Background: an optimization exercise with open tools, aiming at small area and a short achievable clock period. Do not read the settings as production practice.
The RTL was checked by simulation tests, not by an equivalence proof against the original design.
Power is estimated from default activity; no workload was simulated.

## job 3784
==> flow/design.v (excerpt) <==
module echo_train_gen #(
  parameter int N_ECHO  = 5,
  parameter int DW      = 10,
  parameter int CNT_W   = 16,
  parameter int PERIOD  = 200,
  parameter int NOISE_W = 4
) (
  input  logic                          clk,
  input  logic                          reset,
  input  logic                          start,
  input  logic                          stop,
  input  logic                          mode,
  input  logic                          noise_en,
  input  logic [8*(N_ECHO+1)-1:0]       amp_i,
  input  logic [CNT_W*(N_ECHO+1)-1:0]   delay_i,
  output logic [DW-1:0]                 sum_o,
  output logic [7:0]                    start_o,
  output logic                          busy,
  output logic                          frame_o
);
Size in the first run: roughly 2400 cells after synthesis, about 310 flip-flops, ~23000 µm² of cells after synthesis.
clock: 10.5 ns
lec_check: 0
cap_margin: 20
core_margin: 2
core_utilization: 40
cts_cluster_diameter: 80
cts_cluster_size: 40
setup_slack_margin: 5
slew_margin: 20
standard.sh (not shown) runs the stock make flow with config.mk's settings and CLKGATE_MAP_FILE= SYNTH_SCRIPT=/design/flow/synth_recipe.tcl, a recipe that flattens the netlist after the stock synthesis.
==> flow/flow/run.sh <==
#!/bin/bash
set -euo pipefail
MARGIN=${MARGIN:-7}
PORTBUF=${PORTBUF:-sky130_fd_sc_hd__buf_1}
sed -e "s/SETUP_SLACK_MARGIN=[0-9.]*/SETUP_SLACK_MARGIN=$MARGIN/" \
    -e "s/\"\${@:-finish}\"/BUFFER_PORTS_ARGS='-buffer_cell $PORTBUF' \"\${@:-finish}\"/" \
    standard.sh > standard_flow.sh
bash standard_flow.sh > standard.log 2>&1
[inputs] job 3373 vs job 3784
- CTS_CLUSTER_SIZE: 40 -> 30
- CTS_CLUSTER_DIAMETER: 80 -> 100
==> flow/flow/run.sh <==
#!/bin/bash
set -euo pipefail
MARGIN=${MARGIN:-6.8}
PORTBUF=${PORTBUF:-sky130_fd_sc_hd__buf_1}
sed -e "s/SETUP_SLACK_MARGIN=[0-9.]*/SETUP_SLACK_MARGIN=$MARGIN/" \
    -e "s/\"\${@:-finish}\"/BUFFER_PORTS_ARGS='-buffer_cell $PORTBUF' \"\${@:-finish}\"/" \
    standard.sh > standard_flow.sh
bash standard_flow.sh > standard.log 2>&1
[summary]
Cmp job 3784 and job 3373 / global routing usage on met3 / lower: job 3373
Comparing job 3373 against job 3784, there is no change at all in number of cells produced by synthesis.
In the route summary, job 3373 ends up with a via count below that of job 3784.
Cmp job 3373 vs job 3784: wire length of the first global-routing pass lower in job 3373
Cells: job 3373 has fewer instances than job 3784
Reported for job 3784 and job 3373, average instance area after synthesis turned out identical to the last digit.
Hold slack up 0.0031 ns in job 3373 wrt job 3784
Cmp job 3373 vs job 3784: path length in cells of the critical path lower in job 3373
Comparing job 3373 with job 3784, the post-place instance area came out essentially unchanged.
Compared with job 3784, placement density in the core of job 3373 is lower.
Relative to job 3784, data arrival time of the critical path increased by 0.10 ns in job 3373.
## Diff of input files: job 3852 against job 3373
==> flow/flow/run.sh <==
#!/bin/bash
set -euo pipefail
MARGIN=${MARGIN:-7.2}
PORTBUF=${PORTBUF:-sky130_fd_sc_hd__buf_1}
sed -e "s/SETUP_SLACK_MARGIN=[0-9.]*/SETUP_SLACK_MARGIN=$MARGIN/" \
    -e "s/\"\${@:-finish}\"/BUFFER_PORTS_ARGS='-buffer_cell $PORTBUF' \"\${@:-finish}\"/" \
    standard.sh > standard_flow.sh
bash standard_flow.sh > standard.log 2>&1
==> summary.txt <==
Relative to job 3373, power share of the clock group decreased by 2.1 points in job 3852.
Per the comparison of job 3852 with job 3373, total global-route track usage +0.22 points, post-layout instance count excluding filler cells rose 1.5%, multi-input gate area in the final layout up 4.0%, number of placed cells counting well taps barely changed.
Changes observed in job 3852 relative to job 3373: worst hold slack saw little to no change; buffering stage count on the worst path with inverters included +2; combinational share of power climbed 1.7 points; area overhead of the layout relative to synthesis picked up an extra 4.0 points.
diff inputs: job 3852 => job 4950
- putting PLACE_DENSITY at 0.8 where nothing was set
- swapping 40 for 50 in CORE_UTILIZATION
==> flow/flow/run.sh <==
#!/bin/bash
set -euo pipefail
MARGIN=${MARGIN:-7.1}
PORTBUF=${PORTBUF:-sky130_fd_sc_hd__buf_1}
sed -e "s/SETUP_SLACK_MARGIN=[0-9.]*/SETUP_SLACK_MARGIN=$MARGIN/" \
    -e "s/\"\${@:-finish}\"/BUFFER_PORTS_ARGS='-buffer_cell $PORTBUF' \"\${@:-finish}\"/" \
    standard.sh > standard_flow.sh
bash standard_flow.sh > standard.log 2>&1
- In the flow results for job 3852 and job 4950, the power attributed to combinational cells is larger on job 3852.
- Design area in job 4950 is about 2.2% below job 3852.
- Job 4950 vs job 3852 on row count: job 4950 is the lower one.
- Overall die width was lower in the run labelled job 4950.
- Final standard cell count with taps included and fillers excluded (higher): job 3852
--- input diff job 4950..job 2728 ---
- swapping 50 for 40 in CORE_UTILIZATION
==> flow/flow/run.sh <==
#!/bin/bash
set -euo pipefail
MARGIN=${MARGIN:-7}
PORTBUF=${PORTBUF:-sky130_fd_sc_hd__buf_1}
sed -e "s/SETUP_SLACK_MARGIN=[0-9.]*/SETUP_SLACK_MARGIN=$MARGIN/" \
    -e "s/\"\${@:-finish}\"/BUFFER_PORTS_ARGS='-buffer_cell $PORTBUF' \"\${@:-finish}\"/" \
    standard.sh > standard_flow.sh
bash standard_flow.sh > standard.log 2>&1
--- outcome ---
Of job 2728 and job 4950, the run reporting the higher wire length was job 4950. Compared with job 4950, job 2728 shows a higher share of the cycle needed by the critical path after routing. Job 2728 against job 4950: worst voltage drop across the vdd grid saw an increase; fraction of met3 tracks used by global routing saw an increase; global-route wire length before repair saw a decrease; path depth of the worst reg2reg path saw a decrease. Job 4950 vs job 2728, top metal layer carrying routed signals: met4 vs met5. Relative to job 4950, slack of the critical path has decreased by 0.024 ns in job 2728. On via count, job 4950 tracks job 2728 almost exactly.

wip/raven:
Starting RTL as in the previous note.
==> flow/config.mk <==
export PLATFORM = sky130hd
export DESIGN_NAME = echo_train_gen
export DESIGN_NICKNAME = echo_train_gen
export VERILOG_FILES = /design/flow/design.v
export SDC_FILE = /design/flow/constraint.sdc
export NUM_CORES = 4
export LEC_CHECK = 0
export CAP_MARGIN = 0
export CORE_MARGIN = 2
export CORE_UTILIZATION = 40
export CTS_CLUSTER_DIAMETER = 100
export CTS_CLUSTER_SIZE = 30
export SETUP_SLACK_MARGIN = 5
export SLEW_MARGIN = 0
==> flow/constraint.sdc <==
create_clock -name core_clock -period 10.5 [get_ports {clk}]
set_input_delay 2.1000 -clock core_clock [delete_from_list [all_inputs] [get_ports {clk}]]
set_output_delay 2.1000 -clock core_clock [all_outputs]
set_load 0.01 [all_outputs]
==> flow/flow/run.sh <==
#!/bin/bash
set -euo pipefail
MARGIN=${MARGIN:-7}
PORTBUF=${PORTBUF:-sky130_fd_sc_hd__buf_1}
sed -e "s/SETUP_SLACK_MARGIN=[0-9.]*/SETUP_SLACK_MARGIN=$MARGIN/" \
    -e "s/\"\${@:-finish}\"/BUFFER_PORTS_ARGS='-buffer_cell $PORTBUF' \"\${@:-finish}\"/" \
    standard.sh > standard_flow.sh
bash standard_flow.sh > standard.log 2>&1
wip/raven: no failed stages, no open violations at the end
Edits applied to the flow inputs when going from wip/raven to wip/quartz:
Settings: CORE_UTILIZATION changed from 40 to 50; PLACE_DENSITY newly set to 0.8; CAP_MARGIN changed from 0 to 20; SLEW_MARGIN changed from 0 to 20.
--- outcome ---
wip/quartz: flow completed, timing, DRC and antenna clean. Delta (wip/quartz minus wip/raven): routability-driven placement congestion ratio grew by 3.9%, number of resized instances in the post-cts repair step shows a reduction of 2, setup violation total in the final timing report held steady, largest fanout on the critical path higher. Against wip/raven, first-pass GRT wire length in wip/quartz came out better.

== nickel ==
echo_train_gen, a different RTL version from the one above (not shown whole).
Size: about 170 I/O pins, ~0.022 mm^2 of cells after synthesis.
## echo_train_gen
module echo_train_gen #(
  parameter int N_ECHO  = 5,
  parameter int DW      = 10,
  parameter int CNT_W   = 16,
  parameter int PERIOD  = 200,
  parameter int NOISE_W = 4
) (
  input  logic                          clk,
  input  logic                          reset,
  input  logic                          start,
  input  logic                          stop,
  input  logic                          mode,
  input  logic                          noise_en,
  input  logic [8*(N_ECHO+1)-1:0]       amp_i,
  input  logic [CNT_W*(N_ECHO+1)-1:0]   delay_i,
  output logic [DW-1:0]                 sum_o,
  output logic [7:0]                    start_o,
  output logic                          busy,
  output logic                          frame_o
);
  localparam int NP = N_ECHO + 1;
  logic             run_q;
  logic             busy_q;    
  logic             last_q;
  logic             first_q;
  logic [7:0]       cnt_q;
  logic [15:0]      lfsr_q;
  logic [DW-1:0]    sum_q;
  logic [7:0]       st_q;
  logic             frame_q;
  logic [7:0]       amp_q [NP];
  logic [7:0]       pos_q [NP];
  logic [7:0]       sb_q  [NP];
  ...
Settings: LEC_CHECK=0, CAP_MARGIN=20, CORE_MARGIN=2, CORE_UTILIZATION=50, CTS_CLUSTER_DIAMETER=120, CTS_CLUSTER_SIZE=25, PLACE_DENSITY=0.8, SETUP_SLACK_MARGIN=5, SLEW_MARGIN=20; clock period 10.5 ns.
==> flow/flow/run.sh <==
#!/bin/bash
set -euo pipefail
MARGIN=${MARGIN:-7.0}
PORTBUF=${PORTBUF:-sky130_fd_sc_hd__buf_1}
sed -e "s/SETUP_SLACK_MARGIN=[0-9.]*/SETUP_SLACK_MARGIN=$MARGIN/" \
    -e "s/\"\${@:-finish}\"/BUFFER_PORTS_ARGS='-buffer_cell $PORTBUF' \"\${@:-finish}\"/" \
    standard.sh > standard_flow.sh
RES="$PWD/orfs/results/sky130hd/echo_train_gen/base"
bash standard_flow.sh "$RES/1_2_yosys.v" > synth.log 2>&1
cp "$RES/1_2_yosys.v" "$RES/1_2_yosys_standard.v"
python3 flow/polarity.py "$RES/1_2_yosys_standard.v" "$RES/1_2_yosys.v" > polarity.log 2>&1
bash standard_flow.sh > standard.log 2>&1
Other scripts of this flow, unchanged in this note and not shown: flow/flow/polarity.py
> inputs changed (nickel -> onyx)
-- flow/flow/run.sh --
<<< nickel, line 3
MARGIN=${MARGIN:-7.0}
>>> onyx, line 3
MARGIN=${MARGIN:-7.3}
==> summary.txt <==
- onyx packs its core tighter than nickel.
- Every stage of the flow completed for onyx, and the final layout passed the timing, DRC and antenna checks.
- Summary of onyx over nickel: clock latency of the later-clocked register in the worst-skew pair about even, number of clock buffer instances in the layout rose 1, met1 demand-to-capacity share in global routing about even.
- Clock sink count: nickel vs onyx identical
[inputs] indigo vs onyx
-- flow/flow/run.sh --
<<< onyx, line 3
MARGIN=${MARGIN:-7.3}
>>> indigo, line 3
MARGIN=${MARGIN:-7.2}
## What came out
Of indigo and onyx, the lower global-route track usage on met3 belongs to indigo. The leading cell type in the layout, fill and taps excluded comes out sky130_fd_sc_hd__fa_1 in one run and sky130_fd_sc_hd__and2_1 in the other, namely in indigo and onyx respectively. indigo — highest clock frequency the design can meet 0.0016 GHz lower, onyx as reference. Going from onyx to indigo, global-route usage -0.48 points, synthesis-to-layout area growth -1.7 points, part of the power in the clock network +0.3 points, final routed wirelength across all metal layers -1.3%. Clock-cell share of area: onyx vs indigo — no meaningful difference.

## afterwards: timing with drivers on the ports
The flow's constraints put no driver on any port. The routed layouts listed below were extracted and timed again, unchanged, in two steps. Step 1 sets driving cells, clkbuf_16 on the clock port and buf_2 on the other inputs (assumed; they add their load-dependent delay and slew). Step 2, shift: input delay + t, output delay - t, t = (earliest + latest rising clock arrival at the registers) / 2. This alone moves slack from input paths to output paths. Three values: ideal ports, drivers, drivers and shift; two values: the first two.
run | t (ns) | slack for setup (ns) | worst setup path after step 2
job 3784 | 0.621 | 7.039 / 7.039 / 6.648 | input to register
job 3373 | 0.596 | 6.902 / 6.902 / 6.547 | input to register
job 3852 | 0.596 | 7.094 / 7.094 / 6.678 | input to register
job 4950 | 0.585 | 7.100 / 7.100 / 6.616 | input to register
job 2728 | 0.601 | 7.076 / 7.076 / 6.678 | input to register
wip/raven | 0.597 | 7.052 / 7.052 / 6.664 | input to register
wip/quartz | 0.593 | 7.092 / 7.092 / 6.615 | input to register
nickel | 0.566 | 7.109 / 7.108 / 6.655 | input to register
onyx | 0.578 | 7.219 / 7.200 / 6.789 | input to register
indigo | 0.573 | 7.202 / 7.202 / 6.737 | input to register
After both steps every run listed still meets setup and hold. The setup slack of job 4950, which loses most, moves by 0.000 ns with the drivers and by -0.484 ns with both steps.
